Context: an optimization exercise on an open-source flow, tuned for a short achievable clock period and few clock cycles. The choices shown serve that exercise and are no tape-out recipe. The RTL was checked by simulation tests, not by an equivalence proof against the original design. In every run shown here, the design's own scripts or RTL, not TritonCTS, make the clock network. The flow treats the clock pin as an ideal source. Dropping or thinning the clock tree relies on that and would not hold on a real chip. Power and IR drop assume default switching activity.

==> flow/design.v, too long to show whole: its modules and the start of the top module <==
// module cim_mem: 30 lines
// module mac_engine: 986 lines
// module bus_rx_ctrl: 86 lines
// module patch_proj_ctrl: 47 lines
// module bus_tx_fill: 56 lines
// module cim_node: 114 lines
module cim_node #(
    parameter logic [1:0] NODE_ID = 2'd0
) (
    input  logic clk,
    input  logic rst_n,
    input  logic [3:0] bus_op,
    input  logic [47:0] bus_data,
    input  logic [1:0] bus_target_or_sender,
    output logic [3:0] bus_out_op,
    output logic [47:0] bus_out_data,
    output logic [1:0] bus_out_target_or_sender,
    output logic bus_drive,
    output logic is_ready
);
  // ...
==> flow/flow/run.sh <==
#!/bin/bash
# Standard layout, with timing repair aiming well past the 10 ns constraint, and the clock
# tree rebuilt after CTS as two buffer levels (the clock port drives four root buffers, each
# feeding the leaf buffers of its region; leaf buffers drive ~18 flip-flops each).
set -euo pipefail
bash standard.sh SETUP_SLACK_MARGIN=7.2 POST_CTS_TCL="$PWD/flow/post_cts.tcl" finish > standard_flow.log 2>&1
==> flow/flow/post_cts.tcl <==
# Rebuild the clock tree as two buffer levels: the clock port drives NROOT root buffers, each
# driving the leaf buffers of its region; each leaf buffer drives a cluster of nearby
# flip-flop clock pins. Every register sees the same two buffer levels.
proc ct_kmeans { pts K iters } {
  # pts: list of {x y}; returns list of cluster index per point (size-capped assignment)
  set n [llength $pts]
  set sorted [lsort -integer -index 0 [lmap p $pts {lindex $p 0}]]
  set order [lsort -integer -indices [lmap p $pts {lindex $p 0}]]
  set cx {}; set cy {}
  for {set k 0} {$k < $K} {incr k} {
    set p [lindex $pts [lindex $order [expr {int(($k + 0.5) * $n / $K)}]]]
    lappend cx [lindex $p 0]; lappend cy [lindex $p 1]
  }
  set cap [expr {int(ceil(1.1 * $n / $K))}]
  for {set it 0} {$it < $iters} {incr it} {
    set pairs {}
    for {set i 0} {$i < $n} {incr i} {
      set p [lindex $pts $i]
      for {set k 0} {$k < $K} {incr k} {
        lappend pairs [list [expr {abs([lindex $p 0] - [lindex $cx $k]) + abs([lindex $p 1] - [lindex $cy $k])}] $i $k]
      }
    }
    set pairs [lsort -integer -index 0 $pairs]
    array unset asg; array unset cnt
    for {set k 0} {$k < $K} {incr k} { set cnt($k) 0; set sx($k) 0; set sy($k) 0 }
    foreach pr $pairs {
      lassign $pr d i k
      if {[info exists asg($i)] || $cnt($k) >= $cap} continue
      set asg($i) $k; incr cnt($k)
      set p [lindex $pts $i]
      set sx($k) [expr {$sx($k) + [lindex $p 0]}]; set sy($k) [expr {$sy($k) + [lindex $p 1]}]
    }
    for {set k 0} {$k < $K} {incr k} {
      if {$cnt($k) > 0} { lset cx $k [expr {$sx($k) / $cnt($k)}]; lset cy $k [expr {$sy($k) / $cnt($k)}] }
    }
  }
  set res {}
  for {set i 0} {$i < $n} {incr i} { lappend res $asg($i) }
  return [list $res $cx $cy]
}

proc ct_place { inst x y } {
  set m [$inst getMaster]
  $inst setLocation [expr {int($x - [$m getWidth] / 2)}] [expr {int($y - [$m getHeight] / 2)}]
  $inst setPlacementStatus PLACED
}

proc rebuild_clock_tree { port_name per_leaf nroot buf } {
  set block [ord::get_db_block]
  set db [ord::get_db]
  set port_net [[$block findBTerm $port_name] getNet]
  # Walk the existing tree: clock pins are sinks, every other cell on it is tree
  set queue [list $port_net]
  set sinks {}
  set tree_insts {}
  set tree_nets {}
  while {[llength $queue]} {
    set net [lindex $queue 0]; set queue [lrange $queue 1 end]
    foreach it [$net getITerms] {
      if {[$it isOutputSignal]} continue
      set inst [$it getInst]
      if {[[$it getMTerm] getName] eq "CLK"} { lappend sinks $it; continue }
      if {[lsearch -exact $tree_insts $inst] >= 0} continue
      lappend tree_insts $inst
      foreach ot [$inst getITerms] {
        if {[$ot isOutputSignal] && [$ot getNet] ne "NULL"} {
          lappend queue [$ot getNet]; lappend tree_nets [$ot getNet]
        }
      }
    }
  }
  set pts {}
  foreach it $sinks {
    set bb [[$it getInst] getBBox]
    lappend pts [list [expr {([$bb xMin] + [$bb xMax]) / 2}] [expr {([$bb yMin] + [$bb yMax]) / 2}]]
    $it disconnect
  }
  foreach inst $tree_insts { foreach it [$inst getITerms] { if {[$it getNet] ne "NULL"} { $it disconnect } } ; odb::dbInst_destroy $inst }
  foreach net $tree_nets { odb::dbNet_destroy $net }
  set n [llength $sinks]
  set K [expr {max($nroot, int(round(double($n) / $per_leaf)))}]
  lassign [ct_kmeans $pts $K 25] asg lx ly
  set lpts {}
  for {set k 0} {$k < $K} {incr k} { lappend lpts [list [lindex $lx $k] [lindex $ly $k]] }
  lassign [ct_kmeans $lpts $nroot 25] rasg rx ry
  set master [$db findMaster $buf]
  set rnets {}
  for {set r 0} {$r < $nroot} {incr r} {
    set inst [odb::dbInst_create $block $master "clkbuf_root_$r"]
    ct_place $inst [lindex $rx $r] [lindex $ry $r]
    set net [odb::dbNet_create $block "clknet_root_$r"]
    $net setSigType CLOCK
    [$inst findITerm A] connect $port_net
    [$inst findITerm X] connect $net
    lappend rnets $net
  }
  set lnets {}
  for {set k 0} {$k < $K} {incr k} {
    set inst [odb::dbInst_create $block $master "clkbuf_leaf_$k"]
    ct_place $inst [lindex $lx $k] [lindex $ly $k]
    set net [odb::dbNet_create $block "clknet_leaf_$k"]
    $net setSigType CLOCK
    [$inst findITerm A] connect [lindex $rnets [lindex $rasg $k]]
    [$inst findITerm X] connect $net
    lappend lnets $net
  }
  for {set i 0} {$i < $n} {incr i} { [lindex $sinks $i] connect [lindex $lnets [lindex $asg $i]] }
  puts "rebuild_clock_tree: removed [llength $tree_insts] cells, $n sinks, $K leaf and $nroot root buffers"
}

rebuild_clock_tree clk 18 4 sky130_fd_sc_hd__clkbuf_16
detailed_placement
estimate_parasitics -placement
==> flow/standard.sh <==
#!/bin/bash
# synth_recipe.tcl (not shown) runs the flow's synth.tcl, then flattens the netlist and writes it again
# the make line also repeats each setting of config.mk as NAME=value (left out here)
make -C /OpenROAD-flow-scripts/flow DESIGN_CONFIG=/design/flow/config.mk WORK_HOME=/design/flow/orfs CLKGATE_MAP_FILE= SYNTH_SCRIPT=/design/flow/synth_recipe.tcl "${@:-finish}"
==> flow/config.mk <==
export PLATFORM = sky130hd
export DESIGN_NAME = cim_node
export DESIGN_NICKNAME = cim_node
export VERILOG_FILES = /design/flow/design.v
export SDC_FILE = /design/flow/constraint.sdc
export NUM_CORES = 4
export LEC_CHECK = 0
export CAP_MARGIN = 20
export CORE_MARGIN = 2
export CORE_UTILIZATION = 40
export PLACE_DENSITY = 0.6
export SLEW_MARGIN = 20
==> flow/constraint.sdc <==
create_clock -name core_clock -period 10.0 [get_ports {clk}]
set_input_delay 2.0000 -clock core_clock [delete_from_list [all_inputs] [get_ports {clk}]]
set_output_delay 2.0000 -clock core_clock [all_outputs]
set_load 0.01 [all_outputs]
==> impl_results.md, run 1 <==
* Status: timing/DRC/antenna clean
* Max-cap viol count at 0
* Hold Crit Endpoint: u_bus_rx_ctrl.word_idx[4]$_DFF_P_
* Sequential cell area at 11,100 um^2
* Final instance area at 26,700 um^2
* # port buffers at 106
* Worst Path Max Fanout at 3
* Clock Power Share at 0.214
* Post-Route WL at 58.7 mm
* Xor-xnor portion of the synthesized cell area at 0.0566
* Worst EP arrival at 3430 ps
* EDFF count, synth at 182
* Pin count of the biggest net entering global routing at 54
* VDD IR-drop max at 132 uV
* Slew Limit Fails at 0
* Post-synthesis cell area at 22,300 um^2
* Layout cells sized above 1 at 0.294
* Pwr dens at 194 nW/um^2
* Syn Area/Cell at 11.8 um^2
* Area after DPL at 24,100 um^2
* GR Util met3 at 0.0282
* Final Skew at 72.0 ps
* Area grow syn2layout at 19.6%
* Worst-path clk slew at 70 ps
* CP Launch Type: register
* Switching share of total power at 0.322
* Top power group: sequential cells
* Fill cell count at 4,885
* Iter 0 DRT Violations at 1,318
* Leading area contributor after synthesis: dfxtp_1
* Multi-input combinational area share at 0.420
* Critical path buffers and inverters at 2
* Core area at 55,100 um^2
* Top delay family on crit path: adder cells
* Vias in the first global route at 15,000
* CP max-delay cell: fa_1
* Sequential portion of the cell area at 0.416
* Biggest registers after layout: u_cim_mem.kern (128), u_bus_tx_fill.bus_out_data (48)
* Met2 WL at 28.9 mm
* Number of library cell types mapped by synthesis at 64
* Die area at 57,600 um^2
Testbench counts, summed over its fixed seeds: cycles 50,848.
==> module bus_rx_ctrl, before the edit <==
module bus_rx_ctrl #(
    parameter logic [1:0] NODE_ID = 2'd0
) (
    input  logic clk,
    input  logic rst_n,
    input  logic [3:0] bus_op,
    input  logic [47:0] bus_data,
    input  logic [1:0] bus_target_or_sender,
    output logic par_we,
    output logic [5:0] par_addr,
    output logic [15:0] par_data,
    output logic word_v,
    output logic [4:0] ng,
    output logic [4:0] m1,
    output logic [4:0] m2,
    output logic [4:0] m3,
    output logic [4:0] m4,
    output logic p5,
    output logic n5,
    output logic [4:0] word_idx,  
    output logic load_start       
);
    logic to_me;
    logic word_in;
    logic [5:0] rx_addr;
    logic [1:0] lane;
    logic [4:0] word_cnt;
    logic [16:0] xw;
    assign to_me = (bus_target_or_sender == NODE_ID);
    assign word_in = (bus_op == PATCH_LOAD_BROADCAST_OP);
    assign xw = {bus_data[15:0], 1'b0};
    always_ff @(posedge clk) begin
        par_addr <= rx_addr;
        word_idx <= word_cnt;
        case (lane)
            2'd1: par_data <= bus_data[31:16];
            2'd2: par_data <= bus_data[47:32];
            default: par_data <= bus_data[15:0];
        endcase
        for (int j = 0; j < 5; j++) begin
            ng[j] <= 1'b0;
            m1[j] <= 1'b0;
            m2[j] <= 1'b0;
            m3[j] <= 1'b0;
            m4[j] <= 1'b0;
            if (word_in) begin
                case (xw[3*j +: 4])
                    4'b0001, 4'b0010: m1[j] <= 1'b1;
                    4'b0011, 4'b0100: m2[j] <= 1'b1;
                    4'b0101, 4'b0110: m3[j] <= 1'b1;
                    4'b0111: m4[j] <= 1'b1;
                    4'b1000: begin ng[j] <= 1'b1; m4[j] <= 1'b1; end
                    4'b1001, 4'b1010: begin ng[j] <= 1'b1; m3[j] <= 1'b1; end
                    4'b1011, 4'b1100: begin ng[j] <= 1'b1; m2[j] <= 1'b1; end
                    4'b1101, 4'b1110: begin ng[j] <= 1'b1; m1[j] <= 1'b1; end
                    default: begin
                    end
                endcase
            end
        end
        p5 <= word_in & bus_data[14] & ~bus_data[15];
        n5 <= word_in & bus_data[15] & ~bus_data[14];
        if (bus_op == PARAM_STREAM_START_OP) begin
            rx_addr <= bus_data[5:0];
            lane <= 2'd0;
        end else if (bus_op == PARAM_STREAM_OP && to_me) begin
            rx_addr <= rx_addr + 6'd1;
            lane <= (lane == 2'd2) ? 2'd0 : lane + 2'd1;
        end
        if (!rst_n) begin
            par_we <= 1'b0;
            word_v <= 1'b0;
            load_start <= 1'b0;
            word_cnt <= '0;
        end else begin
            par_we <= (bus_op == PARAM_STREAM_OP) && to_me;
            word_v <= word_in;
            load_start <= (bus_op == PATCH_LOAD_BROADCAST_START_OP);
            if (bus_op == PATCH_LOAD_BROADCAST_START_OP) begin
                word_cnt <= '0;
            end else if (word_in) begin
                word_cnt <= word_cnt + 5'd1;
            end
        end
    end
endmodule
==> module patch_proj_ctrl, before the edit <==
module patch_proj_ctrl (
    input  logic clk,
    input  logic rst_n,
    input  logic load_start,
    input  logic word_v,
    input  logic [4:0] word_idx,
    input  logic [15:0] acc_next,     
    input  logic [15:0] bias,
    output logic [15:0] base,         
    output logic [15:0] res0,
    output logic [15:0] res1,
    output logic [15:0] res2,
    output logic [15:0] res3,
    output logic is_ready
);
    logic v_q;
    logic first_q;
    logic [1:0] patch_q;
    logic [15:0] acc;
    assign res3 = acc;
    always_ff @(posedge clk) begin
        first_q <= (word_idx[2:0] == 3'd0);
        patch_q <= word_idx[4:3];
        acc <= acc_next;
        base <= (word_v && word_idx[2:0] == 3'd0) ? bias : acc_next;
        if (v_q && first_q) begin
            case (patch_q)
                2'd1: res0 <= acc;
                2'd2: res1 <= acc;
                2'd3: res2 <= acc;
                default: begin
                end
            endcase
        end
        if (!rst_n) begin
            v_q <= 1'b0;
            is_ready <= 1'b0;
        end else begin
            v_q <= word_v;
            if (load_start) begin
                is_ready <= 1'b0;
            end else if (word_v && word_idx == 5'd31) begin
                is_ready <= 1'b1;
            end
        end
    end
endmodule
==> module bus_tx_fill, before the edit <==
module bus_tx_fill #(
    parameter logic [1:0] NODE_ID = 2'd0
) (
    input  logic clk,
    input  logic rst_n,
    input  logic [3:0] bus_op,
    input  logic [47:0] bus_data,
    input  logic [1:0] bus_target_or_sender,
    input  logic [15:0] res0,
    input  logic [15:0] res1,
    input  logic [15:0] res2,
    input  logic [15:0] res3,
    output logic bus_drive,
    output logic [3:0] bus_out_op,
    output logic [47:0] bus_out_data
);
    logic req;
    logic [1:0] a;
    logic [1:0] n;
    assign req = (bus_op == DENSE_BROADCAST_START_OP) && (bus_target_or_sender == NODE_ID);
    assign a = bus_data[1:0];     
    assign n = bus_data[17:16];   
    logic [15:0] at0;
    logic [15:0] at1;
    logic [15:0] at2;
    logic n1;
    logic n2;
    logic n3;
    logic [15:0] lane2;
    logic [15:0] lane1;
    logic [15:0] lane0;
    always_comb begin
        case (a)
            2'd0: begin at0 = res0; at1 = res1; at2 = res2; end
            2'd1: begin at0 = res1; at1 = res2; at2 = res3; end
            2'd2: begin at0 = res2; at1 = res3; at2 = res0; end
            default: begin at0 = res3; at1 = res0; at2 = res1; end
        endcase
    end
    assign n1 = (n == 2'd1);
    assign n2 = (n == 2'd2);
    assign n3 = (n == 2'd3);
    assign lane0 = n3 ? at0 : 16'h0000;
    assign lane1 = n2 ? at0 : (n3 ? at1 : 16'h0000);
    assign lane2 = n1 ? at0 : (n2 ? at1 : at2);
    always_ff @(posedge clk) begin
        bus_out_data <= {lane2, lane1, lane0};
        if (!rst_n) begin
            bus_drive <= 1'b0;
            bus_out_op <= NOP;
        end else begin
            bus_drive <= req;
            bus_out_op <= req ? DENSE_BROADCAST_DATA_OP : NOP;
        end
    end
endmodule
==> module cim_node, before the edit <==
module cim_node #(
    parameter logic [1:0] NODE_ID = 2'd0
) (
    input  logic clk,
    input  logic rst_n,
    input  logic [3:0] bus_op,
    input  logic [47:0] bus_data,
    input  logic [1:0] bus_target_or_sender,
    output logic [3:0] bus_out_op,
    output logic [47:0] bus_out_data,
    output logic [1:0] bus_out_target_or_sender,
    output logic bus_drive,
    output logic is_ready
);
    logic par_we;
    logic [5:0] par_addr;
    logic [15:0] par_data;
    logic word_v;
    logic [4:0] ng;
    logic [4:0] m1;
    logic [4:0] m2;
    logic [4:0] m3;
    logic [4:0] m4;
    logic p5;
    logic n5;
    logic [4:0] word_idx;
    logic load_start;
    logic [15:0] k1;
    logic [17:0] k3;
    logic [10:0] nk;
    logic [15:0] bias;
    logic [15:0] base;
    logic [15:0] acc_next;
    logic [15:0] res0;
    logic [15:0] res1;
    logic [15:0] res2;
    logic [15:0] res3;
    assign bus_out_target_or_sender = NODE_ID;   
    bus_rx_ctrl #(.NODE_ID(NODE_ID)) u_bus_rx_ctrl (
        .clk(clk),
        .rst_n(rst_n),
        .bus_op(bus_op),
        .bus_data(bus_data),
        .bus_target_or_sender(bus_target_or_sender),
        .par_we(par_we),
        .par_addr(par_addr),
        .par_data(par_data),
        .word_v(word_v),
        .ng(ng),
        .m1(m1),
        .m2(m2),
        .m3(m3),
        .m4(m4),
        .p5(p5),
        .n5(n5),
        .word_idx(word_idx),
        .load_start(load_start)
    );
    cim_mem u_cim_mem (
        .clk(clk),
        .par_we(par_we),
        .par_addr(par_addr),
        .par_data(par_data),
        .word_v(word_v),
        .k1(k1),
        .k3(k3),
        .nk(nk),
        .bias(bias)
    );
    mac_engine u_mac_engine (
        .clk(clk),
        .ng(ng),
        .m1(m1),
        .m2(m2),
        .m3(m3),
        .m4(m4),
        .p5(p5),
        .n5(n5),
        .k1(k1),
        .k3(k3),
        .nk(nk),
        .base(base),
        .acc_next(acc_next)
    );
    patch_proj_ctrl u_patch_proj_ctrl (
        .clk(clk),
        .rst_n(rst_n),
        .load_start(load_start),
        .word_v(word_v),
        .word_idx(word_idx),
        .acc_next(acc_next),
        .bias(bias),
        .base(base),
        .res0(res0),
        .res1(res1),
        .res2(res2),
        .res3(res3),
        .is_ready(is_ready)
    );
    bus_tx_fill #(.NODE_ID(NODE_ID)) u_bus_tx_fill (
        .clk(clk),
        .rst_n(rst_n),
        .bus_op(bus_op),
        .bus_data(bus_data),
        .bus_target_or_sender(bus_target_or_sender),
        .res0(res0),
        .res1(res1),
        .res2(res2),
        .res3(res3),
        .bus_drive(bus_drive),
        .bus_out_op(bus_out_op),
        .bus_out_data(bus_out_data)
    );
endmodule
==> inputs of run 2 (changes only) <==
--- a/flow/design.v
+++ b/flow/design.v
@@ -303,48 +303,16 @@
     logic t141;
     logic t142;
     logic t143;
     logic t144;
     logic t145;
     logic t146;
     logic t147;
     logic t148;
-    logic t149;
-    logic t150;
-    logic t151;
-    logic t152;
-    logic t153;
-    logic t154;
-    logic t155;
-    logic t156;
-    logic t157;
-    logic t158;
-    logic t159;
-    logic t160;
-    logic t161;
-    logic t162;
-    logic t163;
-    logic t164;
-    logic t165;
-    logic t166;
-    logic t167;
-    logic t168;
-    logic t169;
-    logic t170;
-    logic t171;
-    logic t172;
-    logic t173;
-    logic t174;
-    logic t175;
-    logic t176;
-    logic t177;
-    logic t178;
-    logic t179;
-    logic t180;
     logic r1_0_0;
     logic r1_0_1;
     logic r1_1_0;
     logic r1_2_0;
     logic r1_3_0;
     logic r1_3_1;
     logic r1_3_2;
     logic r1_4_0;
@@ -408,16 +376,21 @@
     logic r1_24_0;
     logic r1_24_1;
     logic r1_24_2;
     logic r1_25_0;
     logic r1_25_1;
     logic r1_25_2;
     logic [25:0] s;
     logic [25:0] c;
+    logic [15:0] s2;
+    logic [15:0] c2;
+    logic cy2;
+    logic [15:0] hs;
+    logic [15:0] hc;
     logic [15:0] g;
     logic [15:0] p;
     logic [15:0] carry;
     logic cy;
     logic pp4_15;
     logic pg4_15;
     logic pp4_14;
     logic pg4_14;
@@ -708,149 +681,119 @@
     assign t95 = t44 ^ t46 ^ t47;
     assign t96 = (t44 & t46) | (t44 & t47) | (t46 & t47);
     assign t97 = t48 ^ t50 ^ t51;
     assign t98 = (t48 & t50) | (t48 & t51) | (t50 & t51);
     assign t99 = t52 ^ t54 ^ t55;
     assign t100 = (t52 & t54) | (t52 & t55) | (t54 & t55);
     assign t101 = t56 ^ t58 ^ t59;
     assign t102 = (t56 & t58) | (t56 & t59) | (t58 & t59);
-    assign t103 = r1_10_0 ^ r1_10_1;
-    assign t104 = r1_10_0 & r1_10_1;
-    assign t105 = r1_11_0 ^ r1_11_1 ^ r1_11_2;
-    assign t106 = (r1_11_0 & r1_11_1) | (r1_11_0 & r1_11_2) | (r1_11_1 & r1_11_2);
-    assign t107 = r1_12_0 ^ r1_12_1 ^ r1_12_2;
-    assign t108 = (r1_12_0 & r1_12_1) | (r1_12_0 & r1_12_2) | (r1_12_1 & r1_12_2);
-    assign t109 = r1_13_0 ^ r1_13_1 ^ r1_13_2;
-    assign t110 = (r1_13_0 & r1_13_1) | (r1_13_0 & r1_13_2) | (r1_13_1 & r1_13_2);
-    assign t111 = r1_14_0 ^ r1_14_1 ^ r1_14_2;
-    assign t112 = (r1_14_0 & r1_14_1) | (r1_14_0 & r1_14_2) | (r1_14_1 & r1_14_2);
-    assign t113 = r1_15_0 ^ r1_15_1 ^ r1_15_2;
-    assign t114 = (r1_15_0 & r1_15_1) | (r1_15_0 & r1_15_2) | (r1_15_1 & r1_15_2);
-    assign t115 = r1_16_0 ^ r1_16_1 ^ r1_16_2;
-    assign t116 = (r1_16_0 & r1_16_1) | (r1_16_0 & r1_16_2) | (r1_16_1 & r1_16_2);
-    assign t117 = r1_17_0 ^ r1_17_1 ^ r1_17_2;
-    assign t118 = (r1_17_0 & r1_17_1) | (r1_17_0 & r1_17_2) | (r1_17_1 & r1_17_2);
-    assign t119 = r1_18_0 ^ r1_18_1 ^ r1_18_2;
-    assign t120 = (r1_18_0 & r1_18_1) | (r1_18_0 & r1_18_2) | (r1_18_1 & r1_18_2);
-    assign t121 = r1_19_0 ^ r1_19_1 ^ r1_19_2;
-    assign t122 = (r1_19_0 & r1_19_1) | (r1_19_0 & r1_19_2) | (r1_19_1 & r1_19_2);
-    assign t123 = r1_20_0 ^ r1_20_1 ^ r1_20_2;
-    assign t124 = (r1_20_0 & r1_20_1) | (r1_20_0 & r1_20_2) | (r1_20_1 & r1_20_2);
-    assign t125 = r1_21_0 ^ r1_21_1 ^ r1_21_2;
-    assign t126 = (r1_21_0 & r1_21_1) | (r1_21_0 & r1_21_2) | (r1_21_1 & r1_21_2);
-    assign t127 = r1_22_0 ^ r1_22_1 ^ r1_22_2;
-    assign t128 = (r1_22_0 & r1_22_1) | (r1_22_0 & r1_22_2) | (r1_22_1 & r1_22_2);
-    assign t129 = r1_23_0 ^ r1_23_1 ^ r1_23_2;
-    assign t130 = (r1_23_0 & r1_23_1) | (r1_23_0 & r1_23_2) | (r1_23_1 & r1_23_2);
-    assign t131 = r1_24_0 ^ r1_24_1 ^ r1_24_2;
-    assign t132 = (r1_24_0 & r1_24_1) | (r1_24_0 & r1_24_2) | (r1_24_1 & r1_24_2);
-    assign t133 = r1_25_0 ^ r1_25_1 ^ r1_25_2;
-    assign t134 = (r1_25_0 & r1_25_1) | (r1_25_0 & r1_25_2) | (r1_25_1 & r1_25_2);
-    assign t135 = r1_3_0 ^ r1_3_1;
-    assign t136 = r1_3_0 & r1_3_1;
-    assign t137 = r1_4_0 ^ r1_4_1;
-    assign t138 = r1_4_0 & r1_4_1;
-    assign t139 = r1_5_0 ^ r1_5_1;
-    assign t140 = r1_5_0 & r1_5_1;
-    assign t141 = r1_6_0 ^ r1_6_1 ^ r1_6_2;
-    assign t142 = (r1_6_0 & r1_6_1) | (r1_6_0 & r1_6_2) | (r1_6_1 & r1_6_2);
-    assign t143 = r1_7_0 ^ r1_7_1 ^ r1_7_2;
-    assign t144 = (r1_7_0 & r1_7_1) | (r1_7_0 & r1_7_2) | (r1_7_1 & r1_7_2);
-    assign t145 = r1_8_0 ^ r1_8_1 ^ r1_8_2;
-    assign t146 = (r1_8_0 & r1_8_1) | (r1_8_0 & r1_8_2) | (r1_8_1 & r1_8_2);
-    assign t147 = r1_9_0 ^ r1_9_1 ^ r1_9_2;
-    assign t148 = (r1_9_0 & r1_9_1) | (r1_9_0 & r1_9_2) | (r1_9_1 & r1_9_2);
-    assign t149 = t103 ^ r1_10_2 ^ base[0];
-    assign t150 = (t103 & r1_10_2) | (t103 & base[0]) | (r1_10_2 & base[0]);
-    assign t151 = t104 ^ t105 ^ base[1];
-    assign t152 = (t104 & t105) | (t104 & base[1]) | (t105 & base[1]);
-    assign t153 = t106 ^ t107 ^ base[2];
-    assign t154 = (t106 & t107) | (t106 & base[2]) | (t107 & base[2]);
-    assign t155 = t108 ^ t109 ^ base[3];
-    assign t156 = (t108 & t109) | (t108 & base[3]) | (t109 & base[3]);
-    assign t157 = t110 ^ t111 ^ base[4];
-    assign t158 = (t110 & t111) | (t110 & base[4]) | (t111 & base[4]);
-    assign t159 = t112 ^ t113 ^ base[5];
-    assign t160 = (t112 & t113) | (t112 & base[5]) | (t113 & base[5]);
-    assign t161 = t114 ^ t115 ^ base[6];
-    assign t162 = (t114 & t115) | (t114 & base[6]) | (t115 & base[6]);
-    assign t163 = t116 ^ t117 ^ base[7];
-    assign t164 = (t116 & t117) | (t116 & base[7]) | (t117 & base[7]);
-    assign t165 = t118 ^ t119 ^ base[8];
-    assign t166 = (t118 & t119) | (t118 & base[8]) | (t119 & base[8]);
-    assign t167 = t120 ^ t121 ^ base[9];
-    assign t168 = (t120 & t121) | (t120 & base[9]) | (t121 & base[9]);
-    assign t169 = t122 ^ t123 ^ base[10];
-    assign t170 = (t122 & t123) | (t122 & base[10]) | (t123 & base[10]);
-    assign t171 = t124 ^ t125 ^ base[11];
-    assign t172 = (t124 & t125) | (t124 & base[11]) | (t125 & base[11]);
-    assign t173 = t126 ^ t127 ^ base[12];
-    assign t174 = (t126 & t127) | (t126 & base[12]) | (t127 & base[12]);
-    assign t175 = t128 ^ t129 ^ base[13];
-    assign t176 = (t128 & t129) | (t128 & base[13]) | (t129 & base[13]);
-    assign t177 = t130 ^ t131 ^ base[14];
-    assign t178 = (t130 & t131) | (t130 & base[14]) | (t131 & base[14]);
-    assign t179 = t132 ^ t133 ^ base[15];
-    assign t180 = (t132 & t133) | (t132 & base[15]) | (t133 & base[15]);
+    assign t103 = r1_3_0 ^ r1_3_1;
+    assign t104 = r1_3_0 & r1_3_1;
+    assign t105 = r1_4_0 ^ r1_4_1;
+    assign t106 = r1_4_0 & r1_4_1;
+    assign t107 = r1_5_0 ^ r1_5_1;
+    assign t108 = r1_5_0 & r1_5_1;
+    assign t109 = r1_6_0 ^ r1_6_1 ^ r1_6_2;
+    assign t110 = (r1_6_0 & r1_6_1) | (r1_6_0 & r1_6_2) | (r1_6_1 & r1_6_2);
+    assign t111 = r1_7_0 ^ r1_7_1 ^ r1_7_2;
+    assign t112 = (r1_7_0 & r1_7_1) | (r1_7_0 & r1_7_2) | (r1_7_1 & r1_7_2);
+    assign t113 = r1_8_0 ^ r1_8_1 ^ r1_8_2;
+    assign t114 = (r1_8_0 & r1_8_1) | (r1_8_0 & r1_8_2) | (r1_8_1 & r1_8_2);
+    assign t115 = r1_9_0 ^ r1_9_1 ^ r1_9_2;
+    assign t116 = (r1_9_0 & r1_9_1) | (r1_9_0 & r1_9_2) | (r1_9_1 & r1_9_2);
+    assign t117 = r1_10_0 ^ r1_10_1 ^ r1_10_2;
+    assign t118 = (r1_10_0 & r1_10_1) | (r1_10_0 & r1_10_2) | (r1_10_1 & r1_10_2);
+    assign t119 = r1_11_0 ^ r1_11_1 ^ r1_11_2;
+    assign t120 = (r1_11_0 & r1_11_1) | (r1_11_0 & r1_11_2) | (r1_11_1 & r1_11_2);
+    assign t121 = r1_12_0 ^ r1_12_1 ^ r1_12_2;
+    assign t122 = (r1_12_0 & r1_12_1) | (r1_12_0 & r1_12_2) | (r1_12_1 & r1_12_2);
+    assign t123 = r1_13_0 ^ r1_13_1 ^ r1_13_2;
+    assign t124 = (r1_13_0 & r1_13_1) | (r1_13_0 & r1_13_2) | (r1_13_1 & r1_13_2);
+    assign t125 = r1_14_0 ^ r1_14_1 ^ r1_14_2;
+    assign t126 = (r1_14_0 & r1_14_1) | (r1_14_0 & r1_14_2) | (r1_14_1 & r1_14_2);
+    assign t127 = r1_15_0 ^ r1_15_1 ^ r1_15_2;
+    assign t128 = (r1_15_0 & r1_15_1) | (r1_15_0 & r1_15_2) | (r1_15_1 & r1_15_2);
+    assign t129 = r1_16_0 ^ r1_16_1 ^ r1_16_2;
+    assign t130 = (r1_16_0 & r1_16_1) | (r1_16_0 & r1_16_2) | (r1_16_1 & r1_16_2);
+    assign t131 = r1_17_0 ^ r1_17_1 ^ r1_17_2;
+    assign t132 = (r1_17_0 & r1_17_1) | (r1_17_0 & r1_17_2) | (r1_17_1 & r1_17_2);
+    assign t133 = r1_18_0 ^ r1_18_1 ^ r1_18_2;
+    assign t134 = (r1_18_0 & r1_18_1) | (r1_18_0 & r1_18_2) | (r1_18_1 & r1_18_2);
+    assign t135 = r1_19_0 ^ r1_19_1 ^ r1_19_2;
+    assign t136 = (r1_19_0 & r1_19_1) | (r1_19_0 & r1_19_2) | (r1_19_1 & r1_19_2);
+    assign t137 = r1_20_0 ^ r1_20_1 ^ r1_20_2;
+    assign t138 = (r1_20_0 & r1_20_1) | (r1_20_0 & r1_20_2) | (r1_20_1 & r1_20_2);
+    assign t139 = r1_21_0 ^ r1_21_1 ^ r1_21_2;
+    assign t140 = (r1_21_0 & r1_21_1) | (r1_21_0 & r1_21_2) | (r1_21_1 & r1_21_2);
+    assign t141 = r1_22_0 ^ r1_22_1 ^ r1_22_2;
+    assign t142 = (r1_22_0 & r1_22_1) | (r1_22_0 & r1_22_2) | (r1_22_1 & r1_22_2);
+    assign t143 = r1_23_0 ^ r1_23_1 ^ r1_23_2;
+    assign t144 = (r1_23_0 & r1_23_1) | (r1_23_0 & r1_23_2) | (r1_23_1 & r1_23_2);
+    assign t145 = r1_24_0 ^ r1_24_1 ^ r1_24_2;
+    assign t146 = (r1_24_0 & r1_24_1) | (r1_24_0 & r1_24_2) | (r1_24_1 & r1_24_2);
+    assign t147 = r1_25_0 ^ r1_25_1 ^ r1_25_2;
+    assign t148 = (r1_25_0 & r1_25_1) | (r1_25_0 & r1_25_2) | (r1_25_1 & r1_25_2);
     assign s[0] = r1_0_0;
     assign c[0] = r1_0_1;
     assign s[1] = r1_1_0;
     assign c[1] = 1'b0;
     assign s[2] = r1_2_0;
     assign c[2] = 1'b0;
-    assign s[3] = t135;
+    assign s[3] = t103;
     assign c[3] = r1_3_2;
-    assign s[4] = t136;
-    assign c[4] = t137;
-    assign s[5] = t138;
-    assign c[5] = t139;
-    assign s[6] = t140;
-    assign c[6] = t141;
-    assign s[7] = t142;
-    assign c[7] = t143;
-    assign s[8] = t144;
-    assign c[8] = t145;
-    assign s[9] = t146;
-    assign c[9] = t147;
-    assign s[10] = t148;
-    assign c[10] = t149;
-    assign s[11] = t150;
-    assign c[11] = t151;
-    assign s[12] = t152;
-    assign c[12] = t153;
-    assign s[13] = t154;
-    assign c[13] = t155;
-    assign s[14] = t156;
-    assign c[14] = t157;
-    assign s[15] = t158;
-    assign c[15] = t159;
-    assign s[16] = t160;
-    assign c[16] = t161;
-    assign s[17] = t162;
-    assign c[17] = t163;
-    assign s[18] = t164;
-    assign c[18] = t165;
-    assign s[19] = t166;
-    assign c[19] = t167;
-    assign s[20] = t168;
-    assign c[20] = t169;
-    assign s[21] = t170;
-    assign c[21] = t171;
-    assign s[22] = t172;
-    assign c[22] = t173;
-    assign s[23] = t174;
-    assign c[23] = t175;
-    assign s[24] = t176;
-    assign c[24] = t177;
-    assign s[25] = t178;
-    assign c[25] = t179;
+    assign s[4] = t104;
+    assign c[4] = t105;
+    assign s[5] = t106;
+    assign c[5] = t107;
+    assign s[6] = t108;
+    assign c[6] = t109;
+    assign s[7] = t110;
+    assign c[7] = t111;
+    assign s[8] = t112;
+    assign c[8] = t113;
+    assign s[9] = t114;
+    assign c[9] = t115;
+    assign s[10] = t116;
+    assign c[10] = t117;
+    assign s[11] = t118;
+    assign c[11] = t119;
+    assign s[12] = t120;
+    assign c[12] = t121;
+    assign s[13] = t122;
+    assign c[13] = t123;
+    assign s[14] = t124;
+    assign c[14] = t125;
+    assign s[15] = t126;
+    assign c[15] = t127;
+    assign s[16] = t128;
+    assign c[16] = t129;
+    assign s[17] = t130;
+    assign c[17] = t131;
+    assign s[18] = t132;
+    assign c[18] = t133;
+    assign s[19] = t134;
+    assign c[19] = t135;
+    assign s[20] = t136;
+    assign c[20] = t137;
+    assign s[21] = t138;
+    assign c[21] = t139;
+    assign s[22] = t140;
+    assign c[22] = t141;
+    assign s[23] = t142;
+    assign c[23] = t143;
+    assign s[24] = t144;
+    assign c[24] = t145;
+    assign s[25] = t146;
+    assign c[25] = t147;
     assign cy = (({1'b0, s[9:0]} + {1'b0, c[9:0]}) >> 10) != 11'd0;
-    assign g = s[25:10] & c[25:10];
-    assign p = s[25:10] ^ c[25:10];
+    assign hs = base ^ s2 ^ c2;
+    assign hc = {(base[14:0] & s2[14:0]) | (base[14:0] & c2[14:0]) | (s2[14:0] & c2[14:0]), 1'b0};
+    assign g = hs & hc;
+    assign p = hs ^ hc;
     assign pg1_1 = g[1] | (p[1] & g[0]);
     assign pp1_1 = p[1] & p[0];
     assign pg1_2 = g[2] | (p[2] & g[1]);
     assign pp1_2 = p[2] & p[1];
     assign pg1_3 = g[3] | (p[3] & g[2]);
     assign pp1_3 = p[3] & p[2];
     assign pg1_4 = g[4] | (p[4] & g[3]);
     assign pp1_4 = p[4] & p[3];
@@ -939,32 +882,32 @@
     assign pg4_12 = pg3_12 | (pp3_12 & pg3_4);
     assign pp4_12 = pp3_12 & pp3_4;
     assign pg4_13 = pg3_13 | (pp3_13 & pg3_5);
     assign pp4_13 = pp3_13 & pp3_5;
     assign pg4_14 = pg3_14 | (pp3_14 & pg3_6);
     assign pp4_14 = pp3_14 & pp3_6;
     assign pg4_15 = pg3_15 | (pp3_15 & pg3_7);
     assign pp4_15 = pp3_15 & pp3_7;
-    assign carry[0] = cy;
-    assign carry[1] = g[0] | (p[0] & cy);
-    assign carry[2] = pg1_1 | (pp1_1 & cy);
-    assign carry[3] = pg2_2 | (pp2_2 & cy);
-    assign carry[4] = pg2_3 | (pp2_3 & cy);
-    assign carry[5] = pg3_4 | (pp3_4 & cy);
-    assign carry[6] = pg3_5 | (pp3_5 & cy);
-    assign carry[7] = pg3_6 | (pp3_6 & cy);
-    assign carry[8] = pg3_7 | (pp3_7 & cy);
-    assign carry[9] = pg4_8 | (pp4_8 & cy);
-    assign carry[10] = pg4_9 | (pp4_9 & cy);
-    assign carry[11] = pg4_10 | (pp4_10 & cy);
-    assign carry[12] = pg4_11 | (pp4_11 & cy);
-    assign carry[13] = pg4_12 | (pp4_12 & cy);
-    assign carry[14] = pg4_13 | (pp4_13 & cy);
-    assign carry[15] = pg4_14 | (pp4_14 & cy);
+    assign carry[0] = cy2;
+    assign carry[1] = g[0] | (p[0] & cy2);
+    assign carry[2] = pg1_1 | (pp1_1 & cy2);
+    assign carry[3] = pg2_2 | (pp2_2 & cy2);
+    assign carry[4] = pg2_3 | (pp2_3 & cy2);
+    assign carry[5] = pg3_4 | (pp3_4 & cy2);
+    assign carry[6] = pg3_5 | (pp3_5 & cy2);
+    assign carry[7] = pg3_6 | (pp3_6 & cy2);
+    assign carry[8] = pg3_7 | (pp3_7 & cy2);
+    assign carry[9] = pg4_8 | (pp4_8 & cy2);
+    assign carry[10] = pg4_9 | (pp4_9 & cy2);
+    assign carry[11] = pg4_10 | (pp4_10 & cy2);
+    assign carry[12] = pg4_11 | (pp4_11 & cy2);
+    assign carry[13] = pg4_12 | (pp4_12 & cy2);
+    assign carry[14] = pg4_13 | (pp4_13 & cy2);
+    assign carry[15] = pg4_14 | (pp4_14 & cy2);
     assign acc_next = p ^ carry;
     always_ff @(posedge clk) begin
         r1_0_0 <= row0_0;
         r1_0_1 <= ng[0];
         r1_1_0 <= row0_1;
         r1_2_0 <= row0_2;
         r1_3_0 <= row0_3;
         r1_3_1 <= row1_0;
@@ -1028,16 +971,19 @@
         r1_23_1 <= t97;
         r1_23_2 <= t53;
         r1_24_0 <= t98;
         r1_24_1 <= t99;
         r1_24_2 <= t57;
         r1_25_0 <= t100;
         r1_25_1 <= t101;
         r1_25_2 <= t61;
+        s2 <= s[25:10];
+        c2 <= c[25:10];
+        cy2 <= cy;
     end
 endmodule
 `default_nettype wire
 `timescale 1ns/1ps
 `default_nettype none
 import cim_pkg::*;
 module bus_rx_ctrl #(
     parameter logic [1:0] NODE_ID = 2'd0
@@ -1046,16 +992,17 @@
     input  logic rst_n,
     input  logic [3:0] bus_op,
     input  logic [47:0] bus_data,
     input  logic [1:0] bus_target_or_sender,
     output logic par_we,
     output logic [5:0] par_addr,
     output logic [15:0] par_data,
     output logic word_v,
+    output logic last_in,         
     output logic [4:0] ng,
     output logic [4:0] m1,
     output logic [4:0] m2,
     output logic [4:0] m3,
     output logic [4:0] m4,
     output logic p5,
     output logic n5,
     output logic [4:0] word_idx,  
@@ -1064,16 +1011,17 @@
     logic to_me;
     logic word_in;
     logic [5:0] rx_addr;
     logic [1:0] lane;
     logic [4:0] word_cnt;
     logic [16:0] xw;
     assign to_me = (bus_target_or_sender == NODE_ID);
     assign word_in = (bus_op == PATCH_LOAD_BROADCAST_OP);
+    assign last_in = word_in && (word_cnt == 5'd31);
     assign xw = {bus_data[15:0], 1'b0};
     always_ff @(posedge clk) begin
         par_addr <= rx_addr;
         word_idx <= word_cnt;
         case (lane)
             2'd1: par_data <= bus_data[31:16];
             2'd2: par_data <= bus_data[47:32];
             default: par_data <= bus_data[15:0];
@@ -1129,53 +1077,67 @@
 `timescale 1ns/1ps
 `default_nettype none
 import cim_pkg::*;
 module patch_proj_ctrl (
     input  logic clk,
     input  logic rst_n,
     input  logic load_start,
     input  logic word_v,
+    input  logic last_in,             
     input  logic [4:0] word_idx,
     input  logic [15:0] acc_next,     
     input  logic [15:0] bias,
-    output logic [15:0] base,         
+    output logic [15:0] base,
     output logic [15:0] res0,
     output logic [15:0] res1,
     output logic [15:0] res2,
     output logic [15:0] res3,
+    output logic r3_busy,             
     output logic is_ready
 );
+    logic v1_q;
+    logic [4:0] idx1_q;
+    logic last1_q;
+    logic last2_q;
     logic v_q;
     logic first_q;
     logic [1:0] patch_q;
     logic [15:0] acc;
+    assign base = (v_q && first_q) ? bias : acc;
     assign res3 = acc;
+    assign r3_busy = last1_q || last2_q;
     always_ff @(posedge clk) begin
-        first_q <= (word_idx[2:0] == 3'd0);
-        patch_q <= word_idx[4:3];
+        idx1_q <= word_idx;
+        first_q <= (idx1_q[2:0] == 3'd0);
+        patch_q <= idx1_q[4:3];
         acc <= acc_next;
-        base <= (word_v && word_idx[2:0] == 3'd0) ? bias : acc_next;
         if (v_q && first_q) begin
             case (patch_q)
                 2'd1: res0 <= acc;
                 2'd2: res1 <= acc;
                 2'd3: res2 <= acc;
                 default: begin
                 end
             endcase
         end
         if (!rst_n) begin
+            v1_q <= 1'b0;
             v_q <= 1'b0;
+            last1_q <= 1'b0;
+            last2_q <= 1'b0;
             is_ready <= 1'b0;
         end else begin
-            v_q <= word_v;
+            v1_q <= word_v;
+            v_q <= v1_q;
+            last1_q <= word_v && word_idx == 5'd31;
+            last2_q <= last1_q;
             if (load_start) begin
                 is_ready <= 1'b0;
-            end else if (word_v && word_idx == 5'd31) begin
+            end else if (last_in) begin
                 is_ready <= 1'b1;
             end
         end
     end
 endmodule
 `default_nettype wire
 `timescale 1ns/1ps
 `default_nettype none
@@ -1187,26 +1149,34 @@
     input  logic rst_n,
     input  logic [3:0] bus_op,
     input  logic [47:0] bus_data,
     input  logic [1:0] bus_target_or_sender,
     input  logic [15:0] res0,
     input  logic [15:0] res1,
     input  logic [15:0] res2,
     input  logic [15:0] res3,
+    input  logic r3_busy,
     output logic bus_drive,
     output logic [3:0] bus_out_op,
     output logic [47:0] bus_out_data
 );
     logic req;
+    logic wait_r3;
+    logic pend;
+    logic [1:0] a_q;
+    logic [1:0] n_q;
     logic [1:0] a;
     logic [1:0] n;
     assign req = (bus_op == DENSE_BROADCAST_START_OP) && (bus_target_or_sender == NODE_ID);
-    assign a = bus_data[1:0];     
-    assign n = bus_data[17:16];   
+    assign wait_r3 = r3_busy && ((bus_data[17:16] == 2'd1 && bus_data[1:0] == 2'd3) ||
+                                 (bus_data[17:16] == 2'd2 && bus_data[1:0] == 2'd2) ||
+                                 (bus_data[17:16] == 2'd3 && bus_data[1:0] == 2'd1));
+    assign a = pend ? a_q : bus_data[1:0];     
+    assign n = pend ? n_q : bus_data[17:16];   
     logic [15:0] at0;
     logic [15:0] at1;
     logic [15:0] at2;
     logic n1;
     logic n2;
     logic n3;
     logic [15:0] lane2;
     logic [15:0] lane1;
@@ -1222,22 +1192,28 @@
     assign n1 = (n == 2'd1);
     assign n2 = (n == 2'd2);
     assign n3 = (n == 2'd3);
     assign lane0 = n3 ? at0 : 16'h0000;
     assign lane1 = n2 ? at0 : (n3 ? at1 : 16'h0000);
     assign lane2 = n1 ? at0 : (n2 ? at1 : at2);
     always_ff @(posedge clk) begin
         bus_out_data <= {lane2, lane1, lane0};
+        if (!pend) begin
+            a_q <= bus_data[1:0];
+            n_q <= bus_data[17:16];
+        end
         if (!rst_n) begin
+            pend <= 1'b0;
             bus_drive <= 1'b0;
             bus_out_op <= NOP;
         end else begin
-            bus_drive <= req;
-            bus_out_op <= req ? DENSE_BROADCAST_DATA_OP : NOP;
+            pend <= (req && wait_r3) || (pend && r3_busy);
+            bus_drive <= (req && !wait_r3) || (pend && !r3_busy);
+            bus_out_op <= ((req && !wait_r3) || (pend && !r3_busy)) ? DENSE_BROADCAST_DATA_OP : NOP;
         end
     end
 endmodule
 `default_nettype wire
 `timescale 1ns/1ps
 `default_nettype none
 import cim_pkg::*;
 module cim_node #(
@@ -1253,16 +1229,18 @@
     output logic [1:0] bus_out_target_or_sender,
     output logic bus_drive,
     output logic is_ready
 );
     logic par_we;
     logic [5:0] par_addr;
     logic [15:0] par_data;
     logic word_v;
+    logic last_in;
+    logic r3_busy;
     logic [4:0] ng;
     logic [4:0] m1;
     logic [4:0] m2;
     logic [4:0] m3;
     logic [4:0] m4;
     logic p5;
     logic n5;
     logic [4:0] word_idx;
@@ -1283,16 +1261,17 @@
         .rst_n(rst_n),
         .bus_op(bus_op),
         .bus_data(bus_data),
         .bus_target_or_sender(bus_target_or_sender),
         .par_we(par_we),
         .par_addr(par_addr),
         .par_data(par_data),
         .word_v(word_v),
+        .last_in(last_in),
         .ng(ng),
         .m1(m1),
         .m2(m2),
         .m3(m3),
         .m4(m4),
         .p5(p5),
         .n5(n5),
         .word_idx(word_idx),
@@ -1324,34 +1303,37 @@
         .base(base),
         .acc_next(acc_next)
     );
     patch_proj_ctrl u_patch_proj_ctrl (
         .clk(clk),
         .rst_n(rst_n),
         .load_start(load_start),
         .word_v(word_v),
+        .last_in(last_in),
         .word_idx(word_idx),
         .acc_next(acc_next),
         .bias(bias),
         .base(base),
         .res0(res0),
         .res1(res1),
         .res2(res2),
         .res3(res3),
+        .r3_busy(r3_busy),
         .is_ready(is_ready)
     );
     bus_tx_fill #(.NODE_ID(NODE_ID)) u_bus_tx_fill (
         .clk(clk),
         .rst_n(rst_n),
         .bus_op(bus_op),
         .bus_data(bus_data),
         .bus_target_or_sender(bus_target_or_sender),
         .res0(res0),
         .res1(res1),
         .res2(res2),
         .res3(res3),
+        .r3_busy(r3_busy),
         .bus_drive(bus_drive),
         .bus_out_op(bus_out_op),
         .bus_out_data(bus_out_data)
     );
 endmodule
 `default_nettype wire
==> run 2 against run 1 <==
Clock skew fell by 20 ps. Setup slack got worse by 100 ps. Final area rose by 2.3%. Combinational power fell by 19%. Via count rose by 1.9%. Largest power group unchanged.
==> impl_results.md, run 2 <==
* Kind of critical path: input pin to register
* First-pass GRT wire length at 92.2 mm
* Syn Area/Cell at 12.1 um^2 (+2.9%)
* Max-cap viol count at 0 (unchanged)
* Top Layer Used: met5
* Die H at 245 um
* Cell count after synthesis at 1,920
* Worst skew pair latency at 370 ps
* Most frequent CP cell: buf_12
* Worst r2r dst: u_patch_proj_ctrl.acc[12]$_DFF_P_
* Max reg flops at 128
* Slew Limit Fails at 0 (unchanged)
* Async S/R FF share, synth at 0
* Biggest registers after layout: u_cim_mem.kern (128), u_bus_tx_fill.bus_out_data (48)
* Hold Crit Endpoint: u_patch_proj_ctrl.patch_q[0]$_DFF_P_
* Layout cells sized above 1 at 0.258 (-0.0358)
* Crit. End Element: register
* Worst-path clk slew at 80 ps (about the same)
* Routed vias at 15,400
* Fill cell count at 5,045 (+3.3%)
* Number of library cell types mapped by synthesis at 74 (+16%)
* Worst Tran Pin Value at 1150 ps
* RSZ-0062 raised after global routing: yes
* Final worst path period share at 0.330
* Met2 WL at 29.6 mm (+2.3%)
* Crit path cell chain: buf_12 > nor2b_4 > a21oi_4 > buf_6 > buf_12 > mux4_2 > a22oi_2 > o21ai_1
* Antenna violations before repair at 3
* VDD IR-drop max at 108 uV (-18%)
* Worst Path Max Fanout at 5 (+2)
* # setup viols final at 0
* Post-synth top cells: dfxtp_1 (308), edfxtp_1 (182), inv_1 (142), mux2_2 (118), clkbuf_1 (99)
* Minimum clock period at 3300 ps
* WHS Path Cells at 0
* Commonest non-fill, non-tap cell in the layout: dfxtp_1
* Sequential share of the synthesized area at 0.501
* Clock sinks at 490
* Critical path buffers and inverters at 3 (+1)
* Yosys warns at 6
* Leading area contributor after synthesis: dfxtp_1
* Initial Util at 0.403
* DPL Wire Length at 40.9 mm
* # rows at 88
* Final setup TNS at 0 ps
* Vias in the first global route at 15,600 (+4.3%)
* Hold_sp: u_patch_proj_ctrl.idx1_q[3]$_DFF_P_
* Core area at 57,600 um^2 (+4.5%)
* Iter 0 DRT Violations at 1,178 (-11%)
* Max Clk Rate at 0.303 GHz
* R2R cell count at 13
* Die Wd at 245 um
* First-pass iteration count of the detailed router at 6
* Total track usage at 0.199
* Top delay family on crit path: multiplexers
* R2R Setup Slk at 7080 ps
* Status: timing/DRC/antenna clean
* Synth top area share at 0.265
* Required time of the critical path at 10,260 ps
* Post-Route WL at 60.0 mm (+2.1%)
* Top-Level Pins at 112
* Total gr overflow at 0
* #FFs+latches synth at 490
* Met1 wire length at 25.4 mm
* # DRC at 0
* Metal3 WL at 3.18 mm
* Antenna-violating nets left at 0
* Lkg Pwr at 0.0107 uW
* DR vias/cell at 5.54
* Gpl congestion at 0.867
* Final Skew at 51.6 ps (-20.5 ps)
* Sequential cell area at 11,700 um^2 (+5.5%)
* # port buffers at 106 (unchanged)
* Multi-input gate area at 11,300 um^2
* Hold Vio Cnt, Final at 0
* Pwr dens at 185 nW/um^2 (-4.6%)
* Hold WC Path Type: register to register
* Final net count at 2,209
* Rel. slew slack at 0.234
* Reg2Reg Launch Point: u_patch_proj_ctrl.v_q$_SDFF_PN0_
* Cell with the most instances after synthesis: dfxtp_1
* Synth Flop Type: dfxtp_1
* Reg with most FFs: u_cim_mem.kern
* Area grow syn2layout at 17.4%
* CP max-delay cell: mux4_2
* Post-DR wirelength/cell at 21.6 um
* Area contributors post-synth: dfxtp_1 (27%), edfxtp_1 (24%), fa_1 (6.3%), mux2_2 (5.7%), ha_1 (3.5%)
* Largest stage delay, worst path at 530 ps
* Post-synthesis cell area at 23,200 um^2 (+4.2%)
* Commonest non-fill, non-tap cells in the layout: dfxtp_1 (265), edfxtp_1 (182), inv_1 (134)
* Hold Slack at 333 ps
* Pin count of the biggest net entering global routing at 33 (-39%)
* CP Launch Type: input pin
* Die area at 60,000 um^2 (+4.1%)
* EDFF count, synth at 182 (unchanged)
* Worst EP arrival at 3570 ps (+140 ps)
run 2: changes by cell type after synthesis, moves of 12 or more:
cell / change
mux2_2: -32
dfxtp_1: +30
xnor2_1: -30
xor2_1: +28
nor2_1: -27
and2_1: +20
a22oi_1: +18
inv_1: +18
a21oi_1: -15
and3_1: -15
clkbuf_1: -12
mux4_2: +12
o22ai_1: -12
run 2: area by class of cell:
class / count / area share
Sequential cell: 490 / 0.429
Multi-Input combinational cell: 1156 / 0.416
Timing Repair Buffer: 189 / 0.0707
Tap cell: 765 / 0.0351
Buffer: 31 / 0.0284
Inverter: 145 / 0.0206
Timing Repair inverter: 2 / 0.000642
Antenna cell: 2 / 0.000184
run 2: how the worst max path moves through the flow:
stage          depth (start not counted)                                     end   startpoint  slack, ps
3_3_place_gp                           7  u_bus_tx_fill.bus_out_data[45]$_DFF_P_  bus_data[0]       4900
2_1_floorplan                          5  u_bus_tx_fill.bus_out_data[35]$_DFF_P_  bus_data[1]       6550
5_1_grt                                8  u_bus_tx_fill.bus_out_data[36]$_DFF_P_  bus_data[1]       6660
6_report                               8  u_bus_tx_fill.bus_out_data[36]$_DFF_P_  bus_data[1]       6700
3_5_place_dp                           7  u_bus_tx_fill.bus_out_data[45]$_DFF_P_  bus_data[0]       4860
run 2: layer usage:
| layer | vias to the layer above | track usage |
|---|---|---|
| li1 | 7079 | - |
| met1 | 7647 | 0.258 |
| met2 | 565 | 0.343 |
| met3 | 116 | 0.0277 |
| met4 | 4 | 0.0615 |
| met5 | - | 0 |
run 2: logic make-up after synthesis:
family | count (synthesis) | share of synthesized area
flip-flops | 490 | 0.501
AO/OA/AOI/OAI | 404 | 0.128
buffers and inverters | 282 | 0.0510
AND/OR/NAND/NOR | 270 | 0.0588
multiplexers | 193 | 0.110
XOR/XNOR | 142 | 0.0535
adder cells (fa/ha/maj) | 138 | 0.0979
other | 1 | 0.000161
run 2: power breakdown:
| group | internal [uW] | switching [uW] |
|---|---|---|
| Combinational | 618 | 638 |
| Clock | 553 | 594 |
| Sequential | 2300 | 337 |
| Total | 3470 | 1570 |
run 2: worst reg2reg max path, cell delays in order, from the launching register on:
cell and delay [ps]:
dfxtp_4 430, nand2_8 120, buf_12 150, mux2i_4 190, fa_1 530, inv_2 50, ha_4 230, and2_4 140
a31o_4 230, a21oi_4 140, o211ai_1 160, buf_4 190, a21oi_2 120, xnor2_1 140
run 2: per-stage QoR:
step	util	total power [uW]	area [um^2]	worst slack, ps	cells
5_1_grt	0.473	5280	27300	6660	2778
6_report	0.474	5040	27300	6700	2780
3_5_place_dp	0.431	3660	24800	4860	2670
3_3_place_gp	0.431	3630	24800	4900	2670
2_1_floorplan	-	3250	23400	6550	1924
Testbench counts of run 2, summed over its fixed seeds: cycles 50,718.
==> inputs of run 3 (changes only) <==
--- a/flow/design.v
+++ b/flow/design.v
@@ -997,7 +997,6 @@
     output logic [5:0] par_addr,
     output logic [15:0] par_data,
     output logic word_v,
-    output logic last_in,         
     output logic [4:0] ng,
     output logic [4:0] m1,
     output logic [4:0] m2,
@@ -1016,7 +1015,6 @@
     logic [16:0] xw;
     assign to_me = (bus_target_or_sender == NODE_ID);
     assign word_in = (bus_op == PATCH_LOAD_BROADCAST_OP);
-    assign last_in = word_in && (word_cnt == 5'd31);
     assign xw = {bus_data[15:0], 1'b0};
     always_ff @(posedge clk) begin
         par_addr <= rx_addr;
@@ -1082,34 +1080,29 @@
     input  logic rst_n,
     input  logic load_start,
     input  logic word_v,
-    input  logic last_in,             
     input  logic [4:0] word_idx,
     input  logic [15:0] acc_next,     
     input  logic [15:0] bias,
-    output logic [15:0] base,
+    output logic [15:0] base,         
     output logic [15:0] res0,
     output logic [15:0] res1,
     output logic [15:0] res2,
     output logic [15:0] res3,
-    output logic r3_busy,             
     output logic is_ready
 );
     logic v1_q;
     logic [4:0] idx1_q;
-    logic last1_q;
-    logic last2_q;
     logic v_q;
     logic first_q;
     logic [1:0] patch_q;
     logic [15:0] acc;
-    assign base = (v_q && first_q) ? bias : acc;
     assign res3 = acc;
-    assign r3_busy = last1_q || last2_q;
     always_ff @(posedge clk) begin
         idx1_q <= word_idx;
         first_q <= (idx1_q[2:0] == 3'd0);
         patch_q <= idx1_q[4:3];
         acc <= acc_next;
+        base <= (v1_q && idx1_q[2:0] == 3'd0) ? bias : acc_next;
         if (v_q && first_q) begin
             case (patch_q)
                 2'd1: res0 <= acc;
@@ -1122,17 +1115,13 @@
         if (!rst_n) begin
             v1_q <= 1'b0;
             v_q <= 1'b0;
-            last1_q <= 1'b0;
-            last2_q <= 1'b0;
             is_ready <= 1'b0;
         end else begin
             v1_q <= word_v;
             v_q <= v1_q;
-            last1_q <= word_v && word_idx == 5'd31;
-            last2_q <= last1_q;
             if (load_start) begin
                 is_ready <= 1'b0;
-            end else if (last_in) begin
+            end else if (v1_q && idx1_q == 5'd31) begin
                 is_ready <= 1'b1;
             end
         end
@@ -1154,24 +1143,16 @@
     input  logic [15:0] res1,
     input  logic [15:0] res2,
     input  logic [15:0] res3,
-    input  logic r3_busy,
     output logic bus_drive,
     output logic [3:0] bus_out_op,
     output logic [47:0] bus_out_data
 );
     logic req;
-    logic wait_r3;
-    logic pend;
-    logic [1:0] a_q;
-    logic [1:0] n_q;
     logic [1:0] a;
     logic [1:0] n;
     assign req = (bus_op == DENSE_BROADCAST_START_OP) && (bus_target_or_sender == NODE_ID);
-    assign wait_r3 = r3_busy && ((bus_data[17:16] == 2'd1 && bus_data[1:0] == 2'd3) ||
-                                 (bus_data[17:16] == 2'd2 && bus_data[1:0] == 2'd2) ||
-                                 (bus_data[17:16] == 2'd3 && bus_data[1:0] == 2'd1));
-    assign a = pend ? a_q : bus_data[1:0];     
-    assign n = pend ? n_q : bus_data[17:16];   
+    assign a = bus_data[1:0];     
+    assign n = bus_data[17:16];   
     logic [15:0] at0;
     logic [15:0] at1;
     logic [15:0] at2;
@@ -1197,18 +1178,12 @@
     assign lane2 = n1 ? at0 : (n2 ? at1 : at2);
     always_ff @(posedge clk) begin
         bus_out_data <= {lane2, lane1, lane0};
-        if (!pend) begin
-            a_q <= bus_data[1:0];
-            n_q <= bus_data[17:16];
-        end
         if (!rst_n) begin
-            pend <= 1'b0;
             bus_drive <= 1'b0;
             bus_out_op <= NOP;
         end else begin
-            pend <= (req && wait_r3) || (pend && r3_busy);
-            bus_drive <= (req && !wait_r3) || (pend && !r3_busy);
-            bus_out_op <= ((req && !wait_r3) || (pend && !r3_busy)) ? DENSE_BROADCAST_DATA_OP : NOP;
+            bus_drive <= req;
+            bus_out_op <= req ? DENSE_BROADCAST_DATA_OP : NOP;
         end
     end
 endmodule
@@ -1234,8 +1209,6 @@
     logic [5:0] par_addr;
     logic [15:0] par_data;
     logic word_v;
-    logic last_in;
-    logic r3_busy;
     logic [4:0] ng;
     logic [4:0] m1;
     logic [4:0] m2;
@@ -1266,7 +1239,6 @@
         .par_addr(par_addr),
         .par_data(par_data),
         .word_v(word_v),
-        .last_in(last_in),
         .ng(ng),
         .m1(m1),
         .m2(m2),
@@ -1308,7 +1280,6 @@
         .rst_n(rst_n),
         .load_start(load_start),
         .word_v(word_v),
-        .last_in(last_in),
         .word_idx(word_idx),
         .acc_next(acc_next),
         .bias(bias),
@@ -1317,7 +1288,6 @@
         .res1(res1),
         .res2(res2),
         .res3(res3),
-        .r3_busy(r3_busy),
         .is_ready(is_ready)
     );
     bus_tx_fill #(.NODE_ID(NODE_ID)) u_bus_tx_fill (
@@ -1330,7 +1300,6 @@
         .res1(res1),
         .res2(res2),
         .res3(res3),
-        .r3_busy(r3_busy),
         .bus_drive(bus_drive),
         .bus_out_op(bus_out_op),
         .bus_out_data(bus_out_data)
==> run 3 against run 2 <==
Routed wire length is 0.75% lower. Sequential share of layout area up 2.2 points. Sequential power rose by 3%. Final area down 3.5%. Hold slack worse by 2.0 ps. Core utilization shrank 0.84 points. Final cell count fell by 1.1%. Global-route usage shrank 0.70 points. Area after synthesis is 1.0% lower. Still clean on timing, DRC and antenna. Synthesized cell count up 1.1%. Maximum frequency increased by 17%. Register-to-register slack gained 190 ps. Largest cell class unchanged. Critical endpoint is now bus_out_data[18].
==> impl_results.md, run 3 <==
* DP Worst Slack at 6070 ps (+1210 ps)
* Crit path cell chain: buf_6
* Critical path buffers and inverters at 1 (-2)
* Hold Slack at 331 ps (-2.01 ps)
* Synth top area share at 0.276 (+0.0106)
* Max Clk Rate at 0.355 GHz (+17%)
* Kind of critical path: register to output port
* Top-Level Pins at 112 (unchanged)
* Pin count of the biggest net entering global routing at 85 (+160%)
* Minimum clock period at 2810 ps (-489 ps)
* Biggest registers after layout: u_cim_mem.kern (128), u_bus_tx_fill.bus_out_data (48)
* Worst skew pair latency at 370 ps (about the same)
* DR vias/cell at 5.51 (-0.55%)
* Iter 0 DRT Violations at 1,249 (+6.0%)
* Die area at 59,400 um^2 (-1.0%)
* Worst EP arrival at 810 ps (-2760 ps)
* RSZ-0062 raised after global routing: yes
* Status: timing/DRC/antenna clean
* # setup viols final at 0 (unchanged)
* Number of library cell types mapped by synthesis at 63 (-15%)
* Largest stage delay, worst path at 360 ps (-170 ps)
* Top Layer Used: met5
* Async S/R FF share, synth at 0 (unchanged)
* Lkg Pwr at 0.0103 uW (-3.1%)
* VDD IR-drop max at 127 uV (+18%)
* Die H at 244 um (-0.51%)
* Total Power at 5120 uW (+1.6%)
* Fill cell count at 5,114 (+1.4%)
* Slew Limit Fails at 0 (unchanged)
* Met1 wire length at 26.1 mm (+3.0%)
* Post-DR wirelength/cell at 21.6 um (+0.34%)
* First-pass iteration count of the detailed router at 5 (-1)
* Total gr overflow at 0 (unchanged)
* Layout cells sized above 1 at 0.210 (-0.0480)
* Post-synthesis compound-gate area fraction at 0.119 (-0.00934)
* Yosys warns at 6 (unchanged)
* Reg with most FFs: u_cim_mem.kern
* Hold WC Path Type: register to register
* Metal3 WL at 2.73 mm (-14%)
* Worst-path clk slew at 80 ps (about the same)
* Top delay family on crit path: flip-flops
* Total track usage at 0.192 (-0.00698)
* Hold Vio Cnt, Final at 0 (unchanged)
* Synth Area in Adders at 0.0984 (+0.000473)
* Max-cap viol count at 0 (unchanged)
* Max reg flops at 128 (unchanged)
* Area contributors post-synth: dfxtp_1 (28%), edfxtp_1 (24%), mux2_2 (7.3%), fa_1 (6.4%), xnor2_1 (4.1%)
* Post-Synth Simple-Gate Area at 0.0666 (+0.00774)
* Worst Tran Pin Value at 1140 ps (-5.48 ps)
* Post-synthesis cell area at 23,000 um^2 (-1.0%)
* Crit. End Element: output port
* Antenna violations before repair at 1 (-2)
* Worst Path Max Fanout at 1 (-4)
* DPL Wire Length at 41.0 mm (+0.42%)
* Final Skew at 49.6 ps (-1.96 ps)
* Gpl congestion at 0.881 (+1.6%)
* Routed vias at 15,200 (-1.6%)
* Final worst path period share at 0.281 (-0.0489)
* Initial Util at 0.406 (+0.00277)
* R2R Setup Slk at 7270 ps (+190 ps)
* Synth Flop Type: dfxtp_1
* EDFF count, synth at 182 (unchanged)
* Multiplexer share of the synthesized area at 0.115 (+0.00452)
* Vias in the first global route at 14,800 (-5.1%)
* Cell count after synthesis at 1,942 (+1.1%)
* Die Wd at 244 um (-0.51%)
* Final net count at 2,187 (-1.0%)
* Largest family of logic cells by synthesized area: compound AO/OA/AOI/OAI gates
* # rows at 87 (-1.1%)
* Required time of the critical path at 8000 ps (-2260 ps)
* CP Launch Type: register
* Leading area contributor after synthesis: dfxtp_1
* Sequential share of the synthesized area at 0.514 (+0.0130)
* Crit. Startpoint: u_bus_tx_fill.bus_out_data[18]$_DFF_P_
* Setup ws final at 7190 ps (+489 ps)
* Post-synth top cells: dfxtp_1 (317), edfxtp_1 (182), mux2_2 (150), nor2_1 (126), clkbuf_1 (120)
* Cell with the most instances after synthesis: dfxtp_1
* First-pass GRT wire length at 89.0 mm (-3.5%)
* Final core utilization at 0.465 (-0.00842)
* Hold_sp: u_bus_rx_ctrl.word_idx[0]$_DFF_P_
* Core area at 56,600 um^2 (-1.7%)
* # port buffers at 106 (unchanged)
* Xor-xnor portion of the synthesized cell area at 0.0560 (+0.00246)
* Antenna-violating nets left at 0 (unchanged)
* Met2 WL at 29.3 mm (-1.3%)
* Commonest non-fill, non-tap cells in the layout: dfxtp_1 (277), edfxtp_1 (182), mux2_2 (137)
* Commonest non-fill, non-tap cell in the layout: dfxtp_1
* Clock sinks at 499 (+1.8%)
* #FFs+latches synth at 499 (+1.8%)
* # DRC at 0 (unchanged)
* Syn Area/Cell at 11.8 um^2 (-2.1%)
* Rel. slew slack at 0.239 (+0.00470)
* Area grow syn2layout at 14.5%
* Final setup TNS at 0 ps (unchanged)
* Reg2Reg Launch Point: u_patch_proj_ctrl.base[1]$_DFF_P_
* Post-Route WL at 59.5 mm (-0.75%)
* Pwr dens at 195 nW/um^2 (+5.2%)
* CP max-delay cell: dfxtp_4
run 3: changes by cell type after synthesis, moves of 28 or more:
cell / delta
inv_1: -106
nand2_1: +44
mux4_2: -28
xnor2_1: +29
nor2_1: +45
mux2_2: +32
mux2i_1: +58
run 3: cells by family after synthesis:
| group | after synthesis |
|---|---|
| flops | 499 |
| compound gates | 391 |
| simple gates | 338 |
| mux | 244 |
| buf+inv | 185 |
| xor+xnor | 147 |
| fa+ha+maj | 137 |
| other cells | 1 |
run 3: final timing paths:
check / to / depth (start not counted)
setup / recovery: bus_out_data[18] / 1
hold / removal: u_patch_proj_ctrl.idx1_q[0]$_DFF_P_ / 0
setup reg to reg: u_patch_proj_ctrl.base[15]$_DFF_P_ / 8
hold reg to reg: u_patch_proj_ctrl.idx1_q[0]$_DFF_P_ / 0
run 3: where the power goes:
group	internal [uW]	total (uW)	leakage (uW)	switching [uW]
logic	541	1240	0.00566	703
registers	2370	2710	0.00427	331
clock network	570	1170	0.000394	603
total	3490	5120	0.0103	1640
run 3: metal layers:
layer  up-vias  global-route usage
met5         -                   0
met4         2              0.0389
met3        96              0.0228
met2       424               0.340
met1      7588               0.251
li1       7051                   -
run 3: area by class of cell:
| cell class | count | area, um^2 | share of cell area |
|---|---|---|---|
| Sequential cell | 499 | 11900 | 0.451 |
| Multi-Input combinational cell | 1263 | 10900 | 0.415 |
| Timing Repair Buffer | 162 | 1660 | 0.0629 |
| Tap cell | 756 | 946 | 0.0359 |
| Buffer | 32 | 801 | 0.0304 |
| Inverter | 36 | 135 | 0.00513 |
| Antenna cell | 2 | 5.00 | 0.000190 |
run 3: through the flow:
stage	instances	cell area [um^2]
2_1_floorplan	1946	23300
3_3_place_gp	2674	24700
3_5_place_dp	2675	24700
5_1_grt	2748	26300
6_report	2750	26300
Testbench counts of run 3, summed over its fixed seeds: cycles 51,328.

-- re-timing with driven ports --
The results above use ideal ports. As a check the final layouts listed here were re-extracted and re-timed, cells and wires unchanged.
Step 1, drivers: a clkbuf_16 drives clk and a buf_2 each remaining input, both assumed.
Step 2 adds t to the input delays and takes it off the output delays; t is the mean of the earliest and latest rising clock arrival at the registers after step 1. Input paths then give back, and output paths get back, about the clock's delay inside the block.
Three values: no drivers, after step 1, after step 2; two values: the first two.
run | shift t [ns] | slack for setup (ns) | worst hold slack (ns) | worst setup path at the end | latest minus earliest clock arrival (ns)
run 1 | 0.470 | 6.798 / 6.798 / 6.639 | 0.370 / 0.370 / 0.370 | input to register | 0.081 / 0.080
run 2 | 0.470 | 6.697 / 6.773 / 6.303 | 0.333 / 0.333 / 0.333 | input to register | 0.055 / 0.054
run 3 | 0.467 | 7.186 / 7.063 / 6.606 | 0.331 / 0.331 / 0.331 | input to register | 0.051 / 0.051
After both steps every run listed still meets setup and hold. For run 3, which loses most, drivers alone change the setup slack by -0.123 ns; drivers and shift together by -0.580 ns.
